This design comes from an exercise in tuning for small area, a short achievable clock period and few clock cycles on the open sky130 flow, not from production work. In this exercise RTL edits were held to simulation tests only and were not proved equivalent to the original. Power is estimated from default activity; no workload was simulated.

==> inputs of trial 58 <==
==> flow/design.v <==
package rcsd_pkg;
  localparam logic [7:0] UNKNOWN_SYMBOL = 8'd88;
  localparam logic [1:0] PH_COUNT = 2'd0;
  localparam logic [1:0] PH_WIDTH = 2'd1;
  localparam logic [1:0] PH_SYMS  = 2'd2;
  localparam logic [1:0] PH_BITS  = 2'd3;
endpackage
module rcsd_datapath (
  input  logic              clk,
  input  logic              wr_en,
  input  logic [7:0]        wr_data,
  input  logic [5:0]        rd_addr,
  output logic [3:0][7:0]   rd_quarter
);
  logic [255:0][7:0] ring;
  logic [255:0][7:0] rot;
  logic [7:0]        sel_lo;
  logic [7:0]        sel_hi;
  always_ff @(posedge clk) begin
    ring <= {ring[254:0], wr_en ? wr_data : ring[255]};
  end
  assign rot = {ring[1:0], ring[255:2]};
  logic [63:0] sel;
  always_comb begin
    sel = 64'b1 << rd_addr;
    for (int g = 0; g < 4; g++) begin
      rd_quarter[g] = '0;
      for (int i = 0; i < 64; i++) begin
        rd_quarter[g] = rd_quarter[g] | (rot[g * 64 + i] & {8{sel[i]}});
      end
    end
  end
endmodule
module rank_code_stream_decoder_unit
#(
  parameter int MAX_SYMBOLS = 255,
  parameter int MAX_WIDTH   = 4
) (
  input  logic       clk,
  input  logic       rst_n,
  input  logic       in_valid,
  output logic       in_ready,
  input  logic [7:0] in_stream_byte,
  output logic       out_valid,
  input  logic       out_ready,
  output logic [7:0] out_symbol,
  output logic       out_unknown_code,
  output logic       out_end_of_frame,
  output logic       out_last
);
  logic [7:0]  ib;
  logic        ib_v;
  logic [7:0]  fb [5];
  logic [4:0]  fgt;
  logic        in_rdy_r;
  logic [1:0]  phase;
  logic [7:0]  cnt;         
  logic [2:0]  wid;         
  logic [3:0]  wmask;       
  logic [7:0]  k1;          
  logic        sym_first;   
  logic [7:0]  ac;          
  logic [7:0]  sl;          
  logic [1:0]  zc;          
  logic [7:0]  z1;          
  logic [2:0]  bp;          
  logic [11:1] pw_oh;       
  logic        term_r;      
  logic        a_v;
  logic [7:0]  a_r1;        
  logic        a_big;       
  logic [7:0]  a_cnt;
  logic        a_hdr;
  logic        a_slow;
  logic        l1_v;
  logic [7:0]  l1_addr;
  logic        l1_known;
  logic        l1_hdr;      
  logic        l1_slow;     
  logic        l1_lastp;
  logic        l2_v;
  logic [3:0][7:0] l2_q;
  logic [1:0]  l2_hi;
  logic        l2_known;
  logic        l2_hdr;
  logic        l2_slow;
  logic        l2_lastp;
  logic        o_v;
  logic [7:0]  o_sym;
  logic        o_unk;
  logic        o_eof;
  logic        o_last;
  logic        s_v;
  logic [7:0]  s_sym;
  logic        s_unk;
  logic        s_eof;
  logic        s_last;
  logic        tbl_wr;
  logic [3:0][7:0] tbl_quarter;
  rcsd_datapath u_table (
    .clk        (clk),
    .wr_en      (tbl_wr),
    .wr_data    (fb[0]),
    .rd_addr    (l1_addr[5:0]),
    .rd_quarter (tbl_quarter)
  );
  function automatic logic ge_lut(input logic [3:0] v, input int t);
    logic [15:0] m;
    for (int i = 0; i < 16; i++) m[i] = (i >= t);
    ge_lut = m[v];
  endfunction
  function automatic logic [2:0] mod8_lut(input logic [2:0] v, input int c);
    logic [7:0][2:0] m;
    for (int i = 0; i < 8; i++) m[i] = 3'((i + c) % 8);
    mod8_lut = m[v];
  endfunction
  logic [35:0] win;
  logic [3:0]  lp    [12];
  logic [3:0]  shp   [12];    
  logic [3:0]  ndp   [12];    
  logic [2:0]  bpp   [12];    
  logic [3:0]  len_f;
  logic [6:0]  off_f;
  logic [3:1]  shge;
  logic [3:1]  ndge;
  logic [2:0]  bp_nxt;
  logic [11:0] pw_nxt;
  logic [7:0]  rank1;       
  logic        tpred;       
  logic        complete;
  always_comb begin
    win   = {4'b0, fb[0], fb[1], fb[2], fb[3]};
    lp[0]  = '0;
    shp[0] = '0;
    ndp[0] = '0;
    bpp[0] = '0;
    for (int p = 1; p < 12; p++) begin
      lp[p] = win[35 - p -: 4] & wmask;
      for (int m = 0; m < 4; m++) begin
        shp[p][m] = ge_lut(lp[p], 8 * m - p);
        ndp[p][m] = ge_lut(lp[p], 8 * m + 1 - p);
      end
      bpp[p] = mod8_lut(lp[p][2:0], p);
    end
    len_f  = '0;
    off_f  = '0;
    shge   = '0;
    ndge   = '0;
    bp_nxt = '0;
    for (int p = 1; p < 12; p++) begin
      if (pw_oh[p]) begin
        len_f  = len_f | lp[p];
        shge   = shge | shp[p][3:1];
        ndge   = ndge | ndp[p][3:1];
        bp_nxt = bp_nxt | bpp[p];
        for (int k = 0; k < 7; k++) begin
          off_f[k] = off_f[k] | win[31 - p - k];
        end
      end
    end
    pw_nxt = {4'b0, 8'b1 << bp_nxt} << wid;
    for (int k = 0; k < 8; k++) begin
      rank1[k] = (len_f == 4'(k)) || ((len_f > 4'(k)) && (k < 7) && off_f[k > 6 ? 6 : k]);
    end
    tpred    = (zc == 2'd1) && !len_f[3] && (rank1 == z1);
    complete = fgt[0] && (!ndge[1] || fgt[1]) && (!ndge[2] || fgt[2]) && (!ndge[3] || fgt[3]);
  end
  logic        slow;
  logic        l2_move;
  logic        l1_move;
  logic        a_move;
  logic        a_free;
  logic        o_free;
  logic        term_l;
  logic        content;
  logic        issue;
  logic        hb;          
  logic [7:0]  c_byte;
  logic [7:0]  w_byte;
  logic        have_c;
  logic        have_w;
  logic        cnt_go;      
  logic        wid_go;      
  logic        sym_go;      
  logic        hdr_final;
  logic        hdr_emit;    
  logic [1:0]  hdr_sh;
  logic [3:0]  sh_oh;
  logic        take;
  logic [4:0]  fgt_mid;
  logic [4:0]  fgt_nxt;
  logic [7:0]  tbl_q;
  logic [7:0]  res_sym;
  logic        res_unk;
  logic        res_eof;
  logic        res_last;
  always_comb begin
    slow    = (zc == 2'd2);
    take    = in_valid && in_rdy_r;
    o_free  = !o_v || out_ready;
    l2_move = l2_v && !s_v;
    l1_move = l1_v && (!l2_v || !s_v);
    a_move  = a_v && (!l1_v || l1_move);
    a_free  = !a_v || !l1_v || l1_move;
    tbl_q    = l2_q[l2_hi];
    res_sym  = l2_known ? tbl_q : rcsd_pkg::UNKNOWN_SYMBOL;
    res_unk  = !l2_known;
    res_eof  = l2_hdr || (l2_known && (tbl_q == 8'd0));
    res_last = res_eof || l2_lastp;
    term_l   = l2_move && l2_slow && !l2_hdr && l2_known && (tbl_q == 8'd0);
    hb     = term_r && (bp != 3'd0);
    c_byte = hb ? fb[1] : fb[0];
    w_byte = hb ? fb[2] : fb[1];
    have_c = hb ? fgt[1] : fgt[0];
    have_w = hb ? fgt[2] : fgt[1];
    cnt_go = (term_r || phase == rcsd_pkg::PH_COUNT) && have_c;
    wid_go = (cnt_go && (c_byte != 8'd0) && have_w) ||
             (!term_r && phase == rcsd_pkg::PH_WIDTH && fgt[0]);
    sym_go = !term_r && phase == rcsd_pkg::PH_SYMS && fgt[0] && !a_v && (!l1_v || l1_move) &&
             (sym_first || sl == 8'd0);
    hdr_final = (k1 == cnt);
    hdr_emit  = sym_go && hdr_final && (wid == 3'd0);
    tbl_wr    = sym_go;
    if (cnt_go) begin
      hdr_sh = 2'(hb) + ((c_byte != 8'd0 && have_w) ? 2'd2 : 2'd1);
    end else if (term_r) begin
      hdr_sh = 2'(hb);
    end else begin
      hdr_sh = 2'(wid_go || sym_go);
    end
    content = (phase == rcsd_pkg::PH_BITS) && !term_r;
    issue   = content && complete && (slow ? (!a_v && !l1_v && !l2_v) : a_free);
    if (content) begin
      sh_oh = !issue   ? 4'b0001 :
              shge[3]  ? 4'b1000 :
              shge[2]  ? 4'b0100 :
              shge[1]  ? 4'b0010 : 4'b0001;
    end else begin
      sh_oh = 4'b0001 << hdr_sh;
    end
    for (int k = 0; k < 5; k++) begin
      fgt_mid[k] = 1'b0;
      for (int s = 0; s < 4; s++) begin
        if (k + s < 5) fgt_mid[k] = fgt_mid[k] | (sh_oh[s] & fgt[(k + s) % 5]);
      end
    end
    fgt_nxt[0] = fgt_mid[0] | ib_v;
    for (int k = 1; k < 5; k++) begin
      fgt_nxt[k] = fgt_mid[k] | (ib_v & fgt_mid[k - 1]);
    end
  end
  always_ff @(posedge clk) begin
    for (int j = 0; j < 5; j++) begin
      logic [7:0] nb;
      nb = '0;
      for (int s = 0; s < 4; s++) begin
        if (sh_oh[s]) begin
          nb = nb | ((j + s < 5 && fgt[(j + s) % 5]) ? fb[(j + s) % 5] : ib);
        end
      end
      fb[j] <= nb;
    end
  end
  always_ff @(posedge clk) begin
    ib <= in_stream_byte;
  end
  always_ff @(posedge clk) begin
    if (!rst_n) begin
      ib_v     <= 1'b0;
      fgt      <= 5'd0;
      in_rdy_r <= 1'b1;
    end else begin
      ib_v     <= take;
      fgt      <= fgt_nxt;
      in_rdy_r <= !(fgt_nxt[4] || (take && fgt_nxt[3]));
    end
  end
  always_ff @(posedge clk) begin
    if (!rst_n) begin
      phase  <= rcsd_pkg::PH_COUNT;
      term_r <= 1'b0;
    end else begin
      term_r <= (issue && tpred && !slow) || term_l;
      if (cnt_go) begin
        phase <= (c_byte == 8'd0) ? rcsd_pkg::PH_COUNT :
                 have_w           ? rcsd_pkg::PH_SYMS : rcsd_pkg::PH_WIDTH;
      end else if (term_r) begin
        phase <= rcsd_pkg::PH_COUNT;
      end else if (wid_go) begin
        phase <= rcsd_pkg::PH_SYMS;
      end else if (sym_go && hdr_final) begin
        phase <= (wid == 3'd0) ? rcsd_pkg::PH_COUNT : rcsd_pkg::PH_BITS;
      end
    end
  end
  always_ff @(posedge clk) begin
    if (cnt_go) begin
      cnt <= c_byte;
    end
    if (wid_go) begin
      wid       <= (cnt_go ? w_byte : fb[0]) > 8'd4 ? 3'd4 : (cnt_go ? w_byte[2:0] : fb[0][2:0]);
      wmask     <= (cnt_go ? w_byte : fb[0]) > 8'd3 ? 4'b1111 :
                   4'((5'b1 << (cnt_go ? w_byte[1:0] : fb[0][1:0])) - 5'd1);
      k1        <= 8'd1;
      sym_first <= 1'b1;
      zc        <= 2'd0;
    end else if (sym_go) begin
      k1        <= k1 + 8'd1;
      sym_first <= 1'b0;
      if (fb[0] == 8'd0) begin
        if (zc == 2'd0) z1 <= k1;
        if (zc != 2'd2) zc <= zc + 2'd1;
      end
    end
    if (sym_go && sym_first) begin
      ac <= 8'd0;
      sl <= 8'd0;
    end else begin
      ac <= ac + 8'd1;
      sl <= sl + 8'(!sym_go);
    end
    if (sym_go && hdr_final) begin
      bp    <= 3'd0;
      pw_oh <= 11'b1 << (wid - 3'd1);
    end else if (issue) begin
      bp    <= bp_nxt;
      pw_oh <= pw_nxt[11:1];
    end
  end
  always_ff @(posedge clk) begin
    if (!rst_n) begin
      a_v <= 1'b0;
    end else if (hdr_emit || issue) begin
      a_v <= 1'b1;
    end else if (a_move) begin
      a_v <= 1'b0;
    end
  end
  always_ff @(posedge clk) begin
    if (hdr_emit || issue) begin
      a_r1   <= hdr_emit ? 8'd1 : rank1;
      a_big  <= !hdr_emit && len_f[3];
      a_cnt  <= cnt;
      a_hdr  <= hdr_emit;
      a_slow <= !hdr_emit && slow;
    end
  end
  always_ff @(posedge clk) begin
    if (!rst_n) begin
      l1_v <= 1'b0;
    end else if (a_move) begin
      l1_v <= 1'b1;
    end else if (l1_move) begin
      l1_v <= 1'b0;
    end
  end
  always_ff @(posedge clk) begin
    if (a_move) begin
      l1_addr  <= ac - a_r1;
      l1_known <= !a_big && (a_r1 <= a_cnt);
      l1_hdr   <= a_hdr;
      l1_slow  <= a_slow;
      l1_lastp <= (bp == 3'd0) || ndge[1];
    end else begin
      l1_addr  <= l1_addr + 8'd1;
    end
  end
  always_ff @(posedge clk) begin
    if (!rst_n) begin
      l2_v <= 1'b0;
    end else if (l1_move) begin
      l2_v <= 1'b1;
    end else if (l2_move) begin
      l2_v <= 1'b0;
    end
  end
  always_ff @(posedge clk) begin
    if (l1_move) begin
      l2_q     <= tbl_quarter;
      l2_hi    <= l1_addr[7:6];
      l2_known <= l1_known;
      l2_hdr   <= l1_hdr;
      l2_slow  <= l1_slow;
      l2_lastp <= l1_lastp;
    end
  end
  always_ff @(posedge clk) begin
    if (!rst_n) begin
      o_v <= 1'b0;
      s_v <= 1'b0;
    end else begin
      if (o_free) begin
        o_v <= s_v || l2_move;
        s_v <= 1'b0;
      end else if (l2_move) begin
        s_v <= 1'b1;
      end
    end
  end
  always_ff @(posedge clk) begin
    if (o_free) begin
      o_sym  <= s_v ? s_sym  : res_sym;
      o_unk  <= s_v ? s_unk  : res_unk;
      o_eof  <= s_v ? s_eof  : res_eof;
      o_last <= s_v ? s_last : res_last;
    end
    if (!s_v) begin
      s_sym  <= res_sym;
      s_unk  <= res_unk;
      s_eof  <= res_eof;
      s_last <= res_last;
    end
  end
  assign in_ready         = in_rdy_r;
  assign out_valid        = o_v;
  assign out_symbol       = o_sym;
  assign out_unknown_code = o_unk;
  assign out_end_of_frame = o_eof;
  assign out_last         = o_last;
endmodule
==> flow/run.sh <==
#!/bin/bash
# synth_recipe.tcl (not shown) runs the flow's synth.tcl, then flattens the netlist and writes it again
# the make line also repeats each setting of config.mk as NAME=value (left out here)
make -C /OpenROAD-flow-scripts/flow DESIGN_CONFIG=/design/flow/config.mk WORK_HOME=/design/flow/orfs CLKGATE_MAP_FILE= SYNTH_SCRIPT=/design/flow/synth_recipe.tcl finish
==> flow/config.mk <==
export PLATFORM = sky130hd
export DESIGN_NAME = rank_code_stream_decoder_unit
export DESIGN_NICKNAME = rank_code_stream_decoder_unit
export VERILOG_FILES = /design/flow/design.v
export SDC_FILE = /design/flow/constraint.sdc
export NUM_CORES = 4
export LEC_CHECK = 0
export ABC_CLOCK_PERIOD_IN_PS = 2000
export CAP_MARGIN = 20
export CORE_MARGIN = 2
export CORE_UTILIZATION = 40
export CTS_CLUSTER_DIAMETER = 80
export CTS_CLUSTER_SIZE = 32
export SETUP_SLACK_MARGIN = 4.0
export SLEW_MARGIN = 20
==> flow/constraint.sdc <==
create_clock -name core_clock -period 7.0 [get_ports {clk}]
set_input_delay 1.4000 -clock core_clock [delete_from_list [all_inputs] [get_ports {clk}]]
set_output_delay 1.4000 -clock core_clock [all_outputs]
set_load 0.01 [all_outputs]
==> inputs of trial 23, as changes to trial 58 <==
==> flow/design.v, changed modules only <==
module rcsd_datapath (
  input  logic              clk,
  input  logic              wr_en,
  input  logic [7:0]        wr_data,
  input  logic [5:0]        rd_addr,
  output logic [3:0][7:0]   rd_quarter
);
  logic [255:0][7:0] ring;
  logic [255:0][7:0] rot;
  always_ff @(posedge clk) begin
    ring <= {ring[254:0], wr_en ? wr_data : ring[255]};
  end
  assign rot = {ring[1:0], ring[255:2]};
  always_comb begin
    for (int g = 0; g < 4; g++) begin
      rd_quarter[g] = rot[{g[1:0], rd_addr}];
    end
  end
endmodule
module rank_code_stream_decoder_unit
#(
  parameter int MAX_SYMBOLS = 255,
  parameter int MAX_WIDTH   = 4
) (
  input  logic       clk,
  input  logic       rst_n,
  input  logic       in_valid,
  output logic       in_ready,
  input  logic [7:0] in_stream_byte,
  output logic       out_valid,
  input  logic       out_ready,
  output logic [7:0] out_symbol,
  output logic       out_unknown_code,
  output logic       out_end_of_frame,
  output logic       out_last
);
  logic [7:0]  fb [4];
  logic [3:0]  fgt;
  logic        in_rdy_r;
  logic [1:0]  phase;
  logic [7:0]  cnt;         
  logic [2:0]  wid;         
  logic [7:0]  k1;          
  logic        sym_first;   
  logic [7:0]  ac;          
  logic [7:0]  sl;          
  logic [1:0]  zc;          
  logic [7:0]  z1;          
  logic [2:0]  bp;          
  logic [11:1] pw_oh;       
  logic        term_r;      
  logic        l1_v;
  logic [7:0]  l1_addr;
  logic        l1_known;
  logic        l1_hdr;      
  logic        l1_slow;     
  logic        l2_v;
  logic [3:0][7:0] l2_q;
  logic [1:0]  l2_hi;
  logic        l2_known;
  logic        l2_hdr;
  logic        l2_slow;
  logic        l2_lastp;
  logic        o_v;
  logic [7:0]  o_sym;
  logic        o_unk;
  logic        o_eof;
  logic        o_last;
  logic        s_v;
  logic [7:0]  s_sym;
  logic        s_unk;
  logic        s_eof;
  logic        s_last;
  logic        tbl_wr;
  logic [3:0][7:0] tbl_quarter;
  rcsd_datapath u_table (
    .clk        (clk),
    .wr_en      (tbl_wr),
    .wr_data    (fb[0]),
    .rd_addr    (l1_addr[5:0]),
    .rd_quarter (tbl_quarter)
  );
  logic [35:0] win;
  logic [3:0]  wmask;
  logic [3:0]  lp    [12];
  logic [3:0]  shp   [12];    
  logic [3:0]  ndp   [12];    
  logic [3:0]  len_f;
  logic [6:0]  off_f;
  logic [3:1]  shge;
  logic [3:1]  ndge;
  logic [3:0]  pw_bin;
  logic [2:0]  bp_nxt;
  logic [7:0]  rank1;       
  logic [8:0]  diff;        
  logic        known_c;
  logic        tpred;       
  logic        complete;
  always_comb begin
    win   = {4'b0, fb[0], fb[1], fb[2], fb[3]};
    unique case (wid)
      3'd1:    wmask = 4'b0001;
      3'd2:    wmask = 4'b0011;
      3'd3:    wmask = 4'b0111;
      default: wmask = 4'b1111;
    endcase
    lp[0]  = '0;
    shp[0] = '0;
    ndp[0] = '0;
    for (int p = 1; p < 12; p++) begin
      lp[p] = win[35 - p -: 4] & wmask;
      for (int m = 0; m < 4; m++) begin
        shp[p][m] = (5'(p) + 5'(lp[p])) >= 5'(8 * m);
        ndp[p][m] = (5'(p) + 5'(lp[p])) >= 5'(8 * m + 1);
      end
    end
    len_f = '0;
    off_f = '0;
    shge  = '0;
    ndge  = '0;
    pw_bin = '0;
    for (int p = 1; p < 12; p++) begin
      if (pw_oh[p]) begin
        len_f  = len_f | lp[p];
        shge   = shge | shp[p][3:1];
        ndge   = ndge | ndp[p][3:1];
        pw_bin = pw_bin | 4'(p);
        for (int k = 0; k < 7; k++) begin
          off_f[k] = off_f[k] | win[31 - p - k];
        end
      end
    end
    bp_nxt = pw_bin[2:0] + len_f[2:0];
    for (int k = 0; k < 8; k++) begin
      rank1[k] = (len_f == 4'(k)) || ((len_f > 4'(k)) && (k < 7) && off_f[k > 6 ? 6 : k]);
    end
    diff     = {1'b0, cnt} - {1'b0, rank1};
    known_c  = !len_f[3] && !diff[8];
    tpred    = (zc == 2'd1) && !len_f[3] && (rank1 == z1);
    complete = fgt[0] && (!ndge[1] || fgt[1]) && (!ndge[2] || fgt[2]) && (!ndge[3] || fgt[3]);
  end
  logic        slow;
  logic        l2_move;
  logic        l1_move;
  logic        l1_free;
  logic        o_free;
  logic        term_l;
  logic        content;
  logic        issue;
  logic        hb;          
  logic [7:0]  c_byte;
  logic [7:0]  w_byte;
  logic        have_c;
  logic        have_w;
  logic        cnt_go;      
  logic        wid_go;      
  logic        sym_go;      
  logic        hdr_final;
  logic        hdr_emit;    
  logic [1:0]  hdr_sh;
  logic [3:0]  sh_oh;
  logic        take;
  logic [3:0]  fgt_mid;
  logic [3:0]  fgt_nxt;
  logic [7:0]  tbl_q;
  logic [7:0]  res_sym;
  logic        res_unk;
  logic        res_eof;
  logic        res_last;
  always_comb begin
    slow    = (zc == 2'd2);
    take    = in_valid && in_rdy_r;
    o_free  = !o_v || out_ready;
    l2_move = l2_v && !s_v;
    l1_move = l1_v && (!l2_v || !s_v);
    l1_free = !l1_v || !l2_v || !s_v;
    tbl_q    = l2_q[l2_hi];
    res_sym  = l2_known ? tbl_q : rcsd_pkg::UNKNOWN_SYMBOL;
    res_unk  = !l2_known;
    res_eof  = l2_hdr || (l2_known && (tbl_q == 8'd0));
    res_last = res_eof || l2_lastp;
    term_l   = l2_move && l2_slow && !l2_hdr && l2_known && (tbl_q == 8'd0);
    hb     = term_r && (bp != 3'd0);
    c_byte = hb ? fb[1] : fb[0];
    w_byte = hb ? fb[2] : fb[1];
    have_c = hb ? fgt[1] : fgt[0];
    have_w = hb ? fgt[2] : fgt[1];
    cnt_go = (term_r || phase == rcsd_pkg::PH_COUNT) && have_c;
    wid_go = (cnt_go && (c_byte != 8'd0) && have_w) ||
             (!term_r && phase == rcsd_pkg::PH_WIDTH && fgt[0]);
    sym_go = !term_r && phase == rcsd_pkg::PH_SYMS && fgt[0] && !l1_v &&
             (sym_first || sl == 8'd0);
    hdr_final = (k1 == cnt);
    hdr_emit  = sym_go && hdr_final && (wid == 3'd0);
    tbl_wr    = sym_go;
    if (cnt_go) begin
      hdr_sh = 2'(hb) + ((c_byte != 8'd0 && have_w) ? 2'd2 : 2'd1);
    end else if (term_r) begin
      hdr_sh = 2'(hb);
    end else begin
      hdr_sh = 2'(wid_go || sym_go);
    end
    content = (phase == rcsd_pkg::PH_BITS) && !term_r;
    issue   = content && complete && (slow ? (!l1_v && !l2_v) : l1_free);
    if (content) begin
      sh_oh = !issue   ? 4'b0001 :
              shge[3]  ? 4'b1000 :
              shge[2]  ? 4'b0100 :
              shge[1]  ? 4'b0010 : 4'b0001;
    end else begin
      sh_oh = 4'b0001 << hdr_sh;
    end
    for (int k = 0; k < 4; k++) begin
      fgt_mid[k] = 1'b0;
      for (int s = 0; s < 4; s++) begin
        if (k + s < 4) fgt_mid[k] = fgt_mid[k] | (sh_oh[s] & fgt[(k + s) & 3]);
      end
    end
    fgt_nxt[0] = fgt_mid[0] | take;
    for (int k = 1; k < 4; k++) begin
      fgt_nxt[k] = fgt_mid[k] | (take & fgt_mid[k - 1]);
    end
  end
  always_ff @(posedge clk) begin
    for (int j = 0; j < 4; j++) begin
      logic [7:0] nb;
      nb = '0;
      for (int s = 0; s < 4; s++) begin
        if (sh_oh[s]) begin
          nb = nb | ((j + s < 4 && fgt[(j + s) & 3]) ? fb[(j + s) & 3] : in_stream_byte);
        end
      end
      fb[j] <= nb;
    end
  end
  always_ff @(posedge clk) begin
    if (!rst_n) begin
      fgt      <= 4'd0;
      in_rdy_r <= 1'b1;
    end else begin
      fgt      <= fgt_nxt;
      in_rdy_r <= !fgt_nxt[3];
    end
  end
  always_ff @(posedge clk) begin
    if (!rst_n) begin
      phase  <= rcsd_pkg::PH_COUNT;
      term_r <= 1'b0;
    end else begin
      term_r <= (issue && tpred && !slow) || term_l;
      if (cnt_go) begin
        phase <= (c_byte == 8'd0) ? rcsd_pkg::PH_COUNT :
                 have_w           ? rcsd_pkg::PH_SYMS : rcsd_pkg::PH_WIDTH;
      end else if (term_r) begin
        phase <= rcsd_pkg::PH_COUNT;
      end else if (wid_go) begin
        phase <= rcsd_pkg::PH_SYMS;
      end else if (sym_go && hdr_final) begin
        phase <= (wid == 3'd0) ? rcsd_pkg::PH_COUNT : rcsd_pkg::PH_BITS;
      end
    end
  end
  always_ff @(posedge clk) begin
    if (cnt_go) begin
      cnt <= c_byte;
    end
    if (wid_go) begin
      wid       <= (cnt_go ? w_byte : fb[0]) > 8'd4 ? 3'd4 : (cnt_go ? w_byte[2:0] : fb[0][2:0]);
      k1        <= 8'd1;
      sym_first <= 1'b1;
      zc        <= 2'd0;
    end else if (sym_go) begin
      k1        <= k1 + 8'd1;
      sym_first <= 1'b0;
      if (fb[0] == 8'd0) begin
        if (zc == 2'd0) z1 <= k1;
        if (zc != 2'd2) zc <= zc + 2'd1;
      end
    end
    if (sym_go && sym_first) begin
      ac <= 8'd0;
      sl <= 8'd0;
    end else begin
      ac <= ac + 8'd1;
      sl <= sl + 8'(!sym_go);
    end
    if (sym_go && hdr_final) begin
      bp    <= 3'd0;
      pw_oh <= 11'b1 << (wid - 3'd1);
    end else if (issue) begin
      bp    <= bp_nxt;
      pw_oh <= 11'b1 << ({1'b0, bp_nxt} + {1'b0, wid} - 4'd1);
    end
  end
  always_ff @(posedge clk) begin
    if (!rst_n) begin
      l1_v <= 1'b0;
    end else if (hdr_emit || issue) begin
      l1_v <= 1'b1;
    end else if (l1_move) begin
      l1_v <= 1'b0;
    end
  end
  always_ff @(posedge clk) begin
    if (hdr_emit) begin
      l1_addr  <= sym_first ? 8'd254 : ac - 8'd1;
      l1_known <= 1'b1;
      l1_hdr   <= 1'b1;
      l1_slow  <= 1'b0;
    end else if (issue) begin
      l1_addr  <= ac - rank1;
      l1_known <= known_c;
      l1_hdr   <= 1'b0;
      l1_slow  <= slow;
    end else begin
      l1_addr  <= l1_addr + 8'd1;
    end
  end
  always_ff @(posedge clk) begin
    if (!rst_n) begin
      l2_v <= 1'b0;
    end else if (l1_move) begin
      l2_v <= 1'b1;
    end else if (l2_move) begin
      l2_v <= 1'b0;
    end
  end
  always_ff @(posedge clk) begin
    if (l1_move) begin
      l2_q     <= tbl_quarter;
      l2_hi    <= l1_addr[7:6];
      l2_known <= l1_known;
      l2_hdr   <= l1_hdr;
      l2_slow  <= l1_slow;
      l2_lastp <= (bp == 3'd0) || ndge[1];
    end
  end
  always_ff @(posedge clk) begin
    if (!rst_n) begin
      o_v <= 1'b0;
      s_v <= 1'b0;
    end else begin
      if (o_free) begin
        o_v <= s_v || l2_move;
        s_v <= 1'b0;
      end else if (l2_move) begin
        s_v <= 1'b1;
      end
    end
  end
  always_ff @(posedge clk) begin
    if (o_free) begin
      o_sym  <= s_v ? s_sym  : res_sym;
      o_unk  <= s_v ? s_unk  : res_unk;
      o_eof  <= s_v ? s_eof  : res_eof;
      o_last <= s_v ? s_last : res_last;
    end
    if (!s_v) begin
      s_sym  <= res_sym;
      s_unk  <= res_unk;
      s_eof  <= res_eof;
      s_last <= res_last;
    end
  end
  assign in_ready         = in_rdy_r;
  assign out_valid        = o_v;
  assign out_symbol       = o_sym;
  assign out_unknown_code = o_unk;
  assign out_end_of_frame = o_eof;
  assign out_last         = o_last;
endmodule
- ABC_CLOCK_PERIOD_IN_PS: 2000 -> 3000
- CTS_CLUSTER_DIAMETER: 80 -> unset
- CTS_CLUSTER_SIZE: 32 -> unset
==> comparison table <==
item                                                                      trial 23        trial 58
Status                                                              finished clean  finished clean
Sequential-to-total area share from yosys stat                              0.6717          0.7267
Reg area                                                               0.04532 mm2     0.04649 mm2
Internal reg-to-reg setup slack                                            2.90 ns         3.93 ns
Worst Tran Pin Value                                                      1.097 ns        1.059 ns
WP buf/inv                                                                       7               3
Launch point of the critical path                                           wid[0]           bp[1]
Met3 usage                                                                 0.03003         0.06809
Source-to-sink clock delay at the later pin of the worst-skew pair         0.82 ns         0.77 ns
Synth Area per Inst                                                      16.88 um2       13.11 um2
Crit-path max FO                                                                 8              11
Clock buffers and inverters, area share                                    0.08680         0.04138
Lkg Pwr                                                                 0.02978 uW      0.02662 uW
Amount of wire on met3 after detailed routing                              6293 um        27900 um
Met2 WL post-DR                                                           59240 um        99650 um
Die footprint                                                           0.1719 mm2      0.1629 mm2
Core area                                                               0.1672 mm2      0.1586 mm2
H-tree depth reported by CTS                                                     4               3
Testbench counts of trial 58, summed over its fixed seeds: cycles 22,759.
Testbench counts of trial 23, summed over its fixed seeds: cycles 22,743.

==> port drivers added, routing unchanged <==
No port has a modelled driver above. Below, the same layouts with a new extraction and two added sets of constraints.
Step 1 assumes that a clkbuf_16 drives the clock port and a buf_2 every other input.
Step 2 times the ports against the registers' clock, not the clock port: input delays grow and output delays shrink by t, the midpoint of the rising clock arrivals with the driver on.
Three values: no drivers, after step 1, after step 2; two values: the first two.
| run | t (ns) | slack for setup (ns) | worst setup path after step 2 | cell pins on the clock port's net |
|---|---|---|---|---|
| trial 58 | 0.833 | 3.934 / 3.934 / 3.888 | input to register | 1 |
| trial 23 | 0.877 | 2.900 / 2.900 / 2.900 | register to register | 1 |
After both steps setup and hold are still met in every run listed. The setup slack of trial 58, which loses most, moves by 0.000 ns with the drivers and by -0.046 ns with both steps.
